This design comes from an exercise in tuning for small area, a short achievable clock period and few clock cycles per item on the open sky130 flow, not from production work. Function was checked by simulation only, so behaviour that the tests miss may differ from the original. Power and IR drop assume default switching activity.

### flow/design.v
package fbpa_pkg;
   localparam int MAX_BLOCKS_DEFAULT = 256;
   localparam int ADDR_W  = 32;
   localparam int SIZE_W  = 16;
   localparam int COUNT_W = 9;
   localparam int OP_W    = 2;
   localparam int STAT_W  = 3;
   localparam int CSR_W   = 2;
   localparam int DATA_W  = 32;
   localparam int IDX_W   = 8;
   localparam logic [OP_W-1:0] OP_CREATE  = 2'd0;
   localparam logic [OP_W-1:0] OP_DELETE  = 2'd1;
   localparam logic [OP_W-1:0] OP_ALLOC   = 2'd2;
   localparam logic [OP_W-1:0] OP_RELEASE = 2'd3;
   localparam logic [STAT_W-1:0] ST_OK      = 3'd0;
   localparam logic [STAT_W-1:0] ST_FAULT   = 3'd1;
   localparam logic [STAT_W-1:0] ST_UNREADY = 3'd2;
   localparam logic [STAT_W-1:0] ST_EMPTY   = 3'd3;
   localparam logic [STAT_W-1:0] ST_FULL    = 3'd4;
   localparam logic [STAT_W-1:0] ST_BADADDR = 3'd5;
   localparam logic [CSR_W-1:0] CSR_POOL_BASE   = 2'd0;
   localparam logic [CSR_W-1:0] CSR_BLOCK_SIZE  = 2'd1;
   localparam logic [CSR_W-1:0] CSR_BLOCK_COUNT = 2'd2;
   localparam logic [ADDR_W-1:0]  POOL_BASE_RESET   = 32'd0;
   localparam logic [SIZE_W-1:0]  BLOCK_SIZE_RESET  = 16'd4;
   localparam logic [COUNT_W-1:0] BLOCK_COUNT_RESET = 9'd1;
endpackage
module fbpa_ram #(
   parameter int WIDTH = 8,
   parameter int DEPTH = 256
) (
   input  logic                     clock,
   input  logic                     wr_en,
   input  logic [$clog2(DEPTH)-1:0] wr_addr,
   input  logic [WIDTH-1:0]         wr_data,
   input  logic [$clog2(DEPTH)-1:0] rd_addr,
   output logic [WIDTH-1:0]         rd_data
);
   logic [WIDTH-1:0] mem [DEPTH];
   always_ff @(posedge clock) begin
      if (wr_en) begin
         mem[wr_addr] <= wr_data;
      end
   end
   assign rd_data = mem[rd_addr];
endmodule
module fbpa_div #(
   parameter int STEPS = 2
) (
   input  logic [fbpa_pkg::SIZE_W+fbpa_pkg::IDX_W-1:0] w_in,
   input  logic [fbpa_pkg::SIZE_W-1:0]                 divisor,
   output logic [fbpa_pkg::SIZE_W+fbpa_pkg::IDX_W-1:0] w_out
);
   localparam int SW = fbpa_pkg::SIZE_W;
   localparam int QW = fbpa_pkg::IDX_W;
   always_comb begin
      logic [SW+QW-1:0] w;
      logic [SW:0]      trial;
      logic [SW+1:0]    diff;
      w = w_in;
      for (int i = 0; i < STEPS; i++) begin
         trial = w[SW+QW-1:QW-1];
         diff  = {1'b0, trial} - {2'b00, divisor};
         if (!diff[SW+1]) begin
            w = {diff[SW-1:0], w[QW-2:0], 1'b1};
         end else begin
            w = {trial[SW-1:0], w[QW-2:0], 1'b0};
         end
      end
      w_out = w;
   end
endmodule
module fixed_block_pool_allocator #(
   parameter int MAX_BLOCKS = fbpa_pkg::MAX_BLOCKS_DEFAULT
) (
   input  logic                           clock,
   input  logic                           reset,
   input  logic                           req_valid,
   output logic                           req_stall,
   input  logic [fbpa_pkg::OP_W-1:0]      req_op,
   input  logic [fbpa_pkg::ADDR_W-1:0]    req_release_address,
   output logic                           rsp_valid,
   input  logic                           rsp_stall,
   output logic [fbpa_pkg::STAT_W-1:0]    rsp_status,
   output logic [fbpa_pkg::ADDR_W-1:0]    rsp_block_address,
   output logic [fbpa_pkg::COUNT_W-1:0]   rsp_blocks_free,
   input  logic                           csr_write_enable,
   input  logic [fbpa_pkg::CSR_W-1:0]     csr_index,
   input  logic [fbpa_pkg::DATA_W-1:0]    csr_write_data
);
   localparam int IW        = fbpa_pkg::IDX_W;
   localparam int CW        = fbpa_pkg::COUNT_W;
   localparam int WW        = fbpa_pkg::SIZE_W + fbpa_pkg::IDX_W;
   localparam int DIV_STEPS = 2;
   localparam int DSTAGES   = fbpa_pkg::IDX_W / DIV_STEPS;
   logic [fbpa_pkg::ADDR_W-1:0] cfg_base_ff;
   logic [fbpa_pkg::SIZE_W-1:0] cfg_size_ff;
   logic [CW-1:0]     cfg_count_ff;
   always_ff @(posedge clock) begin
      if (reset) begin
         cfg_base_ff  <= fbpa_pkg::POOL_BASE_RESET;
         cfg_size_ff  <= fbpa_pkg::BLOCK_SIZE_RESET;
         cfg_count_ff <= fbpa_pkg::BLOCK_COUNT_RESET;
      end else if (csr_write_enable) begin
         case (csr_index)
            fbpa_pkg::CSR_POOL_BASE:   cfg_base_ff  <= csr_write_data;
            fbpa_pkg::CSR_BLOCK_SIZE:  cfg_size_ff  <= csr_write_data[fbpa_pkg::SIZE_W-1:0];
            fbpa_pkg::CSR_BLOCK_COUNT: cfg_count_ff <= csr_write_data[CW-1:0];
            default: ;
         endcase
      end
   end
   logic              ready_ff;
   logic [fbpa_pkg::ADDR_W-1:0] base_ff;
   logic [fbpa_pkg::SIZE_W-1:0] size_ff;
   logic [CW-1:0]     count_ff;
   logic [CW-1:0]     free_ff;
   logic [CW-1:0]     fresh_ff;    
   logic [IW-1:0]     head_ff;
   logic [IW-1:0]     tail_ff;
   logic adv;           
   logic skid_v_ff;     
   logic cblk_ff;       
   logic acc;
   assign adv       = !skid_v_ff;
   assign req_stall = skid_v_ff || cblk_ff;
   assign acc       = req_valid && !req_stall;
   logic              p0_v_ff;
   logic [fbpa_pkg::OP_W-1:0]   p0_op_ff;
   logic [fbpa_pkg::ADDR_W-1:0] p0_addr_ff;
   always_ff @(posedge clock) begin
      if (reset) begin
         p0_v_ff <= 1'b0;
      end else if (adv) begin
         p0_v_ff <= acc;
      end
      if (adv) begin
         p0_op_ff   <= req_op;
         p0_addr_ff <= req_release_address;
      end
   end
   logic            p1_v_ff;
   logic [fbpa_pkg::OP_W-1:0] p1_op_ff;
   logic            p1_bad_ff;
   logic [WW-1:0]   p1_off_ff;
   logic [fbpa_pkg::ADDR_W:0] p1_diff;
   assign p1_diff = {1'b0, p0_addr_ff} - {1'b0, base_ff};
   always_ff @(posedge clock) begin
      if (reset) begin
         p1_v_ff <= 1'b0;
      end else if (adv) begin
         p1_v_ff <= p0_v_ff;
      end
      if (adv) begin
         p1_op_ff  <= p0_op_ff;
         p1_bad_ff <= p1_diff[fbpa_pkg::ADDR_W] || (|p1_diff[fbpa_pkg::ADDR_W-1:WW]);
         p1_off_ff <= p1_diff[WW-1:0];
      end
   end
   logic            dv_v_ff   [DSTAGES];
   logic [fbpa_pkg::OP_W-1:0] dv_op_ff  [DSTAGES];
   logic            dv_bad_ff [DSTAGES];
   logic [WW-1:0]   dv_w_ff   [DSTAGES];
   logic p1_big;
   assign p1_big = p1_off_ff[WW-1:IW] >= size_ff;
   for (genvar g = 0; g < DSTAGES; g++) begin : g_div
      logic            v_in;
      logic [fbpa_pkg::OP_W-1:0] op_in;
      logic            bad_in;
      logic [WW-1:0]   w_in;
      logic [WW-1:0]   w_out;
      if (g == 0) begin : g_first
         assign v_in   = p1_v_ff;
         assign op_in  = p1_op_ff;
         assign bad_in = p1_bad_ff || p1_big;
         assign w_in   = p1_off_ff;
      end else begin : g_next
         assign v_in   = dv_v_ff[g-1];
         assign op_in  = dv_op_ff[g-1];
         assign bad_in = dv_bad_ff[g-1];
         assign w_in   = dv_w_ff[g-1];
      end
      fbpa_div #(
         .STEPS (DIV_STEPS)
      ) u_div (
         .w_in    (w_in),
         .divisor (size_ff),
         .w_out   (w_out)
      );
      always_ff @(posedge clock) begin
         if (reset) begin
            dv_v_ff[g] <= 1'b0;
         end else if (adv) begin
            dv_v_ff[g] <= v_in;
         end
         if (adv) begin
            dv_op_ff[g]  <= op_in;
            dv_bad_ff[g] <= bad_in;
            dv_w_ff[g]   <= w_out;
         end
      end
   end
   logic            cm_v;
   logic [fbpa_pkg::OP_W-1:0] cm_op;
   logic [IW-1:0]   cm_q;
   logic            cm_addr_bad;
   logic [CW-1:0]   create_count;
   assign cm_v        = dv_v_ff[DSTAGES-1];
   assign cm_op       = dv_op_ff[DSTAGES-1];
   assign cm_q        = dv_w_ff[DSTAGES-1][IW-1:0];
   assign cm_addr_bad = dv_bad_ff[DSTAGES-1] ||
                        (|dv_w_ff[DSTAGES-1][WW-1:IW]) ||
                        ({1'b0, cm_q} >= count_ff);
   assign create_count = cfg_count_ff[CW-1] ? CW'(256) : cfg_count_ff;
   logic              ready_in;
   logic [fbpa_pkg::ADDR_W-1:0] base_in;
   logic [fbpa_pkg::SIZE_W-1:0] size_in;
   logic [CW-1:0]     count_in;
   logic [CW-1:0]     free_in;
   logic [CW-1:0]     fresh_in;
   logic [IW-1:0]     head_in;
   logic [IW-1:0]     tail_in;
   logic [fbpa_pkg::STAT_W-1:0] st_in;
   logic              take_in;      
   logic              fromram_in;   
   logic [IW-1:0]     ix_in;        
   logic              wr_in;
   logic              blk_clr;
   always_comb begin
      ready_in   = ready_ff;
      base_in    = base_ff;
      size_in    = size_ff;
      count_in   = count_ff;
      free_in    = free_ff;
      fresh_in   = fresh_ff;
      head_in    = head_ff;
      tail_in    = tail_ff;
      st_in      = fbpa_pkg::ST_OK;
      take_in    = 1'b0;
      fromram_in = 1'b0;
      ix_in      = head_ff;
      wr_in      = 1'b0;
      blk_clr    = 1'b0;
      if (cm_op == fbpa_pkg::OP_CREATE) begin
         blk_clr = 1'b1;
         if (ready_ff || create_count == '0 || cfg_size_ff == '0) begin
            st_in = fbpa_pkg::ST_FAULT;
         end else begin
            ready_in = 1'b1;
            base_in  = cfg_base_ff;
            size_in  = cfg_size_ff;
            count_in = create_count;
            free_in  = create_count;
            fresh_in = create_count;
            head_in  = '0;
            tail_in  = create_count[IW-1:0];
         end
      end else if (!ready_ff) begin
         st_in = fbpa_pkg::ST_UNREADY;
      end else if (cm_op == fbpa_pkg::OP_DELETE) begin
         if (free_ff == count_ff) begin
            ready_in = 1'b0;
            free_in  = '0;
         end else begin
            st_in = fbpa_pkg::ST_FAULT;
         end
      end else if (cm_op == fbpa_pkg::OP_ALLOC) begin
         if (free_ff == '0) begin
            st_in = fbpa_pkg::ST_EMPTY;
         end else begin
            take_in = 1'b1;
            free_in = free_ff - CW'(1);
            head_in = head_ff + IW'(1);
            if (fresh_ff != '0) begin
               fresh_in = fresh_ff - CW'(1);
               ix_in    = IW'(fresh_ff - CW'(1));
            end else begin
               fromram_in = 1'b1;
            end
         end
      end else begin
         if (free_ff >= count_ff) begin
            st_in = fbpa_pkg::ST_FULL;
         end else if (cm_addr_bad) begin
            st_in = fbpa_pkg::ST_BADADDR;
         end else begin
            wr_in   = 1'b1;
            tail_in = tail_ff + IW'(1);
            free_in = free_ff + CW'(1);
         end
      end
   end
   logic              cm_v_ff;
   logic [fbpa_pkg::STAT_W-1:0] cm_st_ff;
   logic [CW-1:0]     cm_free_ff;
   logic              cm_take_ff;
   logic              cm_fromram_ff;
   logic [IW-1:0]     cm_ix_ff;
   logic              wr_en_ff;
   logic [IW-1:0]     wr_addr_ff;
   logic [IW-1:0]     wr_data_ff;
   always_ff @(posedge clock) begin
      if (reset) begin
         ready_ff <= 1'b0;
         free_ff  <= '0;
         cblk_ff  <= 1'b0;
         cm_v_ff  <= 1'b0;
         wr_en_ff <= 1'b0;
      end else if (adv) begin
         cm_v_ff  <= cm_v;
         wr_en_ff <= cm_v && wr_in;
         if (cm_v) begin
            ready_ff <= ready_in;
            free_ff  <= free_in;
         end
         if (acc && req_op == fbpa_pkg::OP_CREATE) begin
            cblk_ff <= 1'b1;
         end else if (cm_v && blk_clr) begin
            cblk_ff <= 1'b0;
         end
      end
      if (adv && cm_v) begin
         base_ff  <= base_in;
         size_ff  <= size_in;
         count_ff <= count_in;
         fresh_ff <= fresh_in;
         head_ff  <= head_in;
         tail_ff  <= tail_in;
      end
      if (adv) begin
         cm_st_ff      <= st_in;
         cm_free_ff    <= free_in;
         cm_take_ff    <= take_in;
         cm_fromram_ff <= fromram_in;
         cm_ix_ff      <= ix_in;
         wr_addr_ff    <= tail_ff;
         wr_data_ff    <= cm_q;
      end
   end
   logic [IW-1:0] ring_rd_data;
   fbpa_ram #(
      .WIDTH (IW),
      .DEPTH (fbpa_pkg::MAX_BLOCKS_DEFAULT)
   ) u_queue (
      .clock   (clock),
      .wr_en   (wr_en_ff),
      .wr_addr (wr_addr_ff),
      .wr_data (wr_data_ff),
      .rd_addr (cm_ix_ff),
      .rd_data (ring_rd_data)
   );
   logic              rd_v_ff;
   logic [fbpa_pkg::STAT_W-1:0] rd_st_ff;
   logic [CW-1:0]     rd_free_ff;
   logic              rd_take_ff;
   logic [IW-1:0]     rd_ix_ff;
   logic              mu_v_ff;
   logic [fbpa_pkg::STAT_W-1:0] mu_st_ff;
   logic [CW-1:0]     mu_free_ff;
   logic              mu_take_ff;
   logic [WW-1:0]     mu_prod_ff;
   logic              ad_v_ff;
   logic [fbpa_pkg::STAT_W-1:0] ad_st_ff;
   logic [CW-1:0]     ad_free_ff;
   logic [fbpa_pkg::ADDR_W-1:0] ad_addr_ff;
   always_ff @(posedge clock) begin
      if (reset) begin
         rd_v_ff <= 1'b0;
         mu_v_ff <= 1'b0;
         ad_v_ff <= 1'b0;
      end else if (adv) begin
         rd_v_ff <= cm_v_ff;
         mu_v_ff <= rd_v_ff;
         ad_v_ff <= mu_v_ff;
      end
      if (adv) begin
         rd_st_ff   <= cm_st_ff;
         rd_free_ff <= cm_free_ff;
         rd_take_ff <= cm_take_ff;
         rd_ix_ff   <= cm_fromram_ff ? ring_rd_data : cm_ix_ff;
         mu_st_ff   <= rd_st_ff;
         mu_free_ff <= rd_free_ff;
         mu_take_ff <= rd_take_ff;
         mu_prod_ff <= WW'(rd_ix_ff) * WW'(size_ff);
         ad_st_ff   <= mu_st_ff;
         ad_free_ff <= mu_free_ff;
         ad_addr_ff <= mu_take_ff ? base_ff + fbpa_pkg::ADDR_W'(mu_prod_ff) : '0;
      end
   end
   logic              out_v_ff;
   logic [fbpa_pkg::STAT_W-1:0] out_st_ff;
   logic [CW-1:0]     out_free_ff;
   logic [fbpa_pkg::ADDR_W-1:0] out_addr_ff;
   logic [fbpa_pkg::STAT_W-1:0] skid_st_ff;
   logic [CW-1:0]     skid_free_ff;
   logic [fbpa_pkg::ADDR_W-1:0] skid_addr_ff;
   logic              pin;
   logic              dlv;
   assign pin = adv && ad_v_ff;
   assign dlv = out_v_ff && !rsp_stall;
   always_ff @(posedge clock) begin
      if (reset) begin
         out_v_ff  <= 1'b0;
         skid_v_ff <= 1'b0;
      end else begin
         if (!out_v_ff || dlv) begin
            out_v_ff <= skid_v_ff || pin;
            skid_v_ff <= 1'b0;
         end else if (pin) begin
            skid_v_ff <= 1'b1;
         end
      end
      if (!out_v_ff || dlv) begin
         if (skid_v_ff) begin
            out_st_ff   <= skid_st_ff;
            out_free_ff <= skid_free_ff;
            out_addr_ff <= skid_addr_ff;
         end else begin
            out_st_ff   <= ad_st_ff;
            out_free_ff <= ad_free_ff;
            out_addr_ff <= ad_addr_ff;
         end
      end
      if (!skid_v_ff) begin
         skid_st_ff   <= ad_st_ff;
         skid_free_ff <= ad_free_ff;
         skid_addr_ff <= ad_addr_ff;
      end
   end
   assign rsp_valid         = out_v_ff;
   assign rsp_status        = out_st_ff;
   assign rsp_block_address = out_addr_ff;
   assign rsp_blocks_free   = out_free_ff;
endmodule
### flow/run.sh
#!/bin/bash
# synth_recipe.tcl (not shown) runs the flow's synth.tcl, then flattens the netlist and writes it again
# the make line also repeats each setting of config.mk as NAME=value (left out here)
make -C /OpenROAD-flow-scripts/flow DESIGN_CONFIG=/design/flow/config.mk WORK_HOME=/design/flow/orfs CLKGATE_MAP_FILE= SYNTH_SCRIPT=/design/flow/synth_recipe.tcl finish
### flow/config.mk
export PLATFORM = sky130hd
export DESIGN_NAME = fixed_block_pool_allocator
export DESIGN_NICKNAME = fixed_block_pool_allocator
export VERILOG_FILES = /design/flow/design.v
export SDC_FILE = /design/flow/constraint.sdc
export NUM_CORES = 4
export LEC_CHECK = 0
export CAP_MARGIN = 20
export CORE_MARGIN = 2
export CORE_UTILIZATION = 40
export SLEW_MARGIN = 20
### flow/constraint.sdc
create_clock -name core_clock -period 7.0 [get_ports {clock}]
set_input_delay 1.4000 -clock core_clock [delete_from_list [all_inputs] [get_ports {clock}]]
set_output_delay 1.4000 -clock core_clock [all_outputs]
set_load 0.01 [all_outputs]
==> results.txt <==
-- synthesized netlist by cell type, types with 44 or more instances --
master and instances:
xor2_1 49, nor3_1 59, a21o_1 51, clkbuf_1 199, nand3_1 102, o21ai_0 123, inv_1 233, and2_1 128
dfxtp_1 133, mux4_2 672, a21oi_1 209, nand2_1 317, xnor2_1 104, nor2b_1 53, buf_2 44, edfxtp_1 2483
mux2_2 87, nor2_1 483, ha_1 269, fa_1 94
-- where the power goes --
part           internal (mW)  switching [mW]  total [mW]  leakage [nW]
clock network           8.37            6.07        14.4          4.33
logic                   2.05            3.91        5.97          14.3
registers               19.1           0.290        19.4          23.9
-- final timing paths --
check	start	end	slack, ns	depth (start not counted)
worst max-delay path	size_ff[2]	dv_w_ff[0][10]	0.52	23
worst min-delay path	mu_free_ff[0]	ad_free_ff[0]	0.39	0
worst max register to register	size_ff[2]	dv_w_ff[0][10]	0.52	23
worst min register to register	mu_free_ff[0]	ad_free_ff[0]	0.39	0
-- state kept, by name, summed over array words and instances, names as in the netlist, 16 cells and up, named ones only --
signal and flops:
out_addr_ff 32, p0_addr_ff 32, base_ff 32, u_queue.mem 2048, size_ff 16, dv_w_ff 96
cfg_size_ff 16, skid_addr_ff 32, p1_off_ff 24, cfg_base_ff 32, mu_prod_ff 24, ad_addr_ff 32
-- layer usage --
layer / vias up / part of all wire, % / track usage, %
met3: 377 / 5.9 / 2.55
met4: 0 / 2.4 / 4.81
met2: 1918 / 47 / 30.4
met5: - / 0 / 0
met1: 31400 / 44 / 27.4
li1: 26000 / - / -
-- cell families (layout without fill, tap and decap cells) --
group           count (synthesis)  in the layout  share of synthesized area [%]
fa+ha+maj                     363            363                           4.64
xor+xnor                      153            153                           1.18
buf+inv                       514            965                           1.81
mux                           838            838                           15.0
flops                        2616           2616                           68.2
compound gates                673            673                           3.80
other cells                     0              5                              0
simple gates                 1310           1310                           5.34
-- timing repair --
action	in CTS	in global routing
endpoints found under the setup margin	0	18
gates resized for setup	0	2
hold buffers	0	0
-- cell type report --
cell class	instances	area, um^2	area share (%)
Sequential cell	2616	77200	60.4
Multi-Input combinational cell	3337	33900	26.5
Clock buffer	359	7720	6.04
Tap cell	3743	4680	3.66
Timing Repair Buffer	231	2330	1.82
Clock inverter	135	1120	0.876
Inverter	240	917	0.717
Antenna cell	5	12.5	0.00978
==> results.txt <==
WHS=0.385 ns; Final ANT Viol Nets=0; Reg clk slew, reported paths=0.06 ns; share of the synthesized area in the top cell type=65.9%; # H-tree levels=5; Port Buffers=118; commonest cells after routing, fill and taps aside=edfxtp_1, mux4_2, nor2_1; Yosys reg bits=2,616; RSZ-0062 raised after global routing=false; die width=536 um; initial core utilization=40.2%; Critical Path Fanout Max=17; final WL=275,000 um; Final WS setup=0.517 ns; vias in the first global route=60,300; post-CTS setup buffers=0; I/O Pins=119; Slowest-stage cell, CP=edfxtp_1; setup TNS=0 ns; Max Cap Viol=0; Area growth, synth to finish=13.1%; root buf cell=clkbuf_16; fin crit share=92.6%; Vias/cell=5.60; commonest non-fill, non-tap cell in the layout=edfxtp_1; clock skew=0.0501 ns; Period minus WS final=6.48 ns; filler instances=23,900; Die H=536 um; fin util=45.4%; CP peak stage delay=0.51 ns; Pwr Density=311 nW/um^2; total track usage=19.0%; # clock sinks=2,616; Hold Path Class=register to register; fin cells=10,700; Setup Crit Path Kind=register to register; EDFF count, synth=2,483; Placed Instances=10,200; clock latency on the worst-skew pair=0.86 ns; syn_nets=6,903; CTS tree=done; total power=39.8 mW; fin. max-slew vios=0; maximum clock path buffer count=4; crit path cell chain=inv_1, buf_4, ha_1, o21a_1, o31a_1, o31ai_1, a221oi_1, a21oi_1, o211ai_1, buf_4, nor2_1, a21oi_1, ha_1, o21a_1, o31a_1, o211ai_1, a21oi_1, o31ai_2, o21ai_1, o31ai_1, and2_1, inv_2, mux2_1; Starting DRT DRC Count=5,853; Slew headroom=20.7%; core area=282,000 um^2; maximum clock frequency=0.154 GHz; synthesized area per cell=17.5 um^2; Die ar.=287,000 um^2; residual DRC count=0; largest net degree at the start of global routing=225; main flop type after synthesis=edfxtp_1; Leakage=42.6 nW; post-route cell area=128,000 um^2; CP arrival=7.03 ns; Critical Path RT=7.55 ns; share of flip-flops with an asynchronous set or reset=0%; sequential fraction of the synthesis area=68.2%; cell taking the most area after synthesis=edfxtp_1; Place WS=0.384 ns; placed cell areas=119,000 um^2; Final setup violation count=0; Ys Warns=7; worst slew pin tran=1.19 ns; synth unique cells=82; total number of vias=59,700; synth top area cells=edfxtp_1, mux4_2, ha_1; Post-DP HPWL=174,000 um; Buffers & Inverters on Critical Path=4; TritonRoute pass-1 iters=6; Max IR drop VDD=0.326 mV; synthesized area=113,000 um^2; final estimated routing congestion in global placement=0.856; post-DR wirelength/cell=25.8 um; fin nets=7,145; startpoint types=register; total grt overflow=0; TritonCTS buffer count=283; status=finished clean; first-pass GRT wire length=407,000 um; Syn Inst Count=6,467; Top delay family on crit path=compound AO/OA/AOI/OAI gates; final hold viol count=0; crit-path most repeated cell=a21oi_1; Row Count=195; initial antenna violation count=2; layout cells sized above 1=18.8%; CP Capture Type=register
Testbench counts, summed over its fixed seeds: cycles 8,399, items 7,759.

## port drivers added, routing unchanged
In the flow no input, the clock included, has a driving cell. The finished layout below was timed again as built, in two steps.
Step 1, drivers: a clkbuf_16 drives clock and a buf_2 each remaining input, both assumed.
Step 2 moves the port delays by t, midway between the first and last clock arrival at a register: inputs arrive t later, outputs are due t later. That takes back most of the time a late clock gives input paths.
a / b / c = no drivers / after step 1 / after step 2; a / b = the first two.
t (ns): 0.926
setup WS [ns]: 0.517 / 0.517 / 0.517
worst setup path after step 2: register to register
slew at the worst register clock pin (ns): 0.07 / 0.07
worst slew at a driven data input, ns: 0.10
After both steps this run still meets setup and hold. For this run, drivers alone change the setup slack by 0.000 ns; drivers and shift together by 0.000 ns.
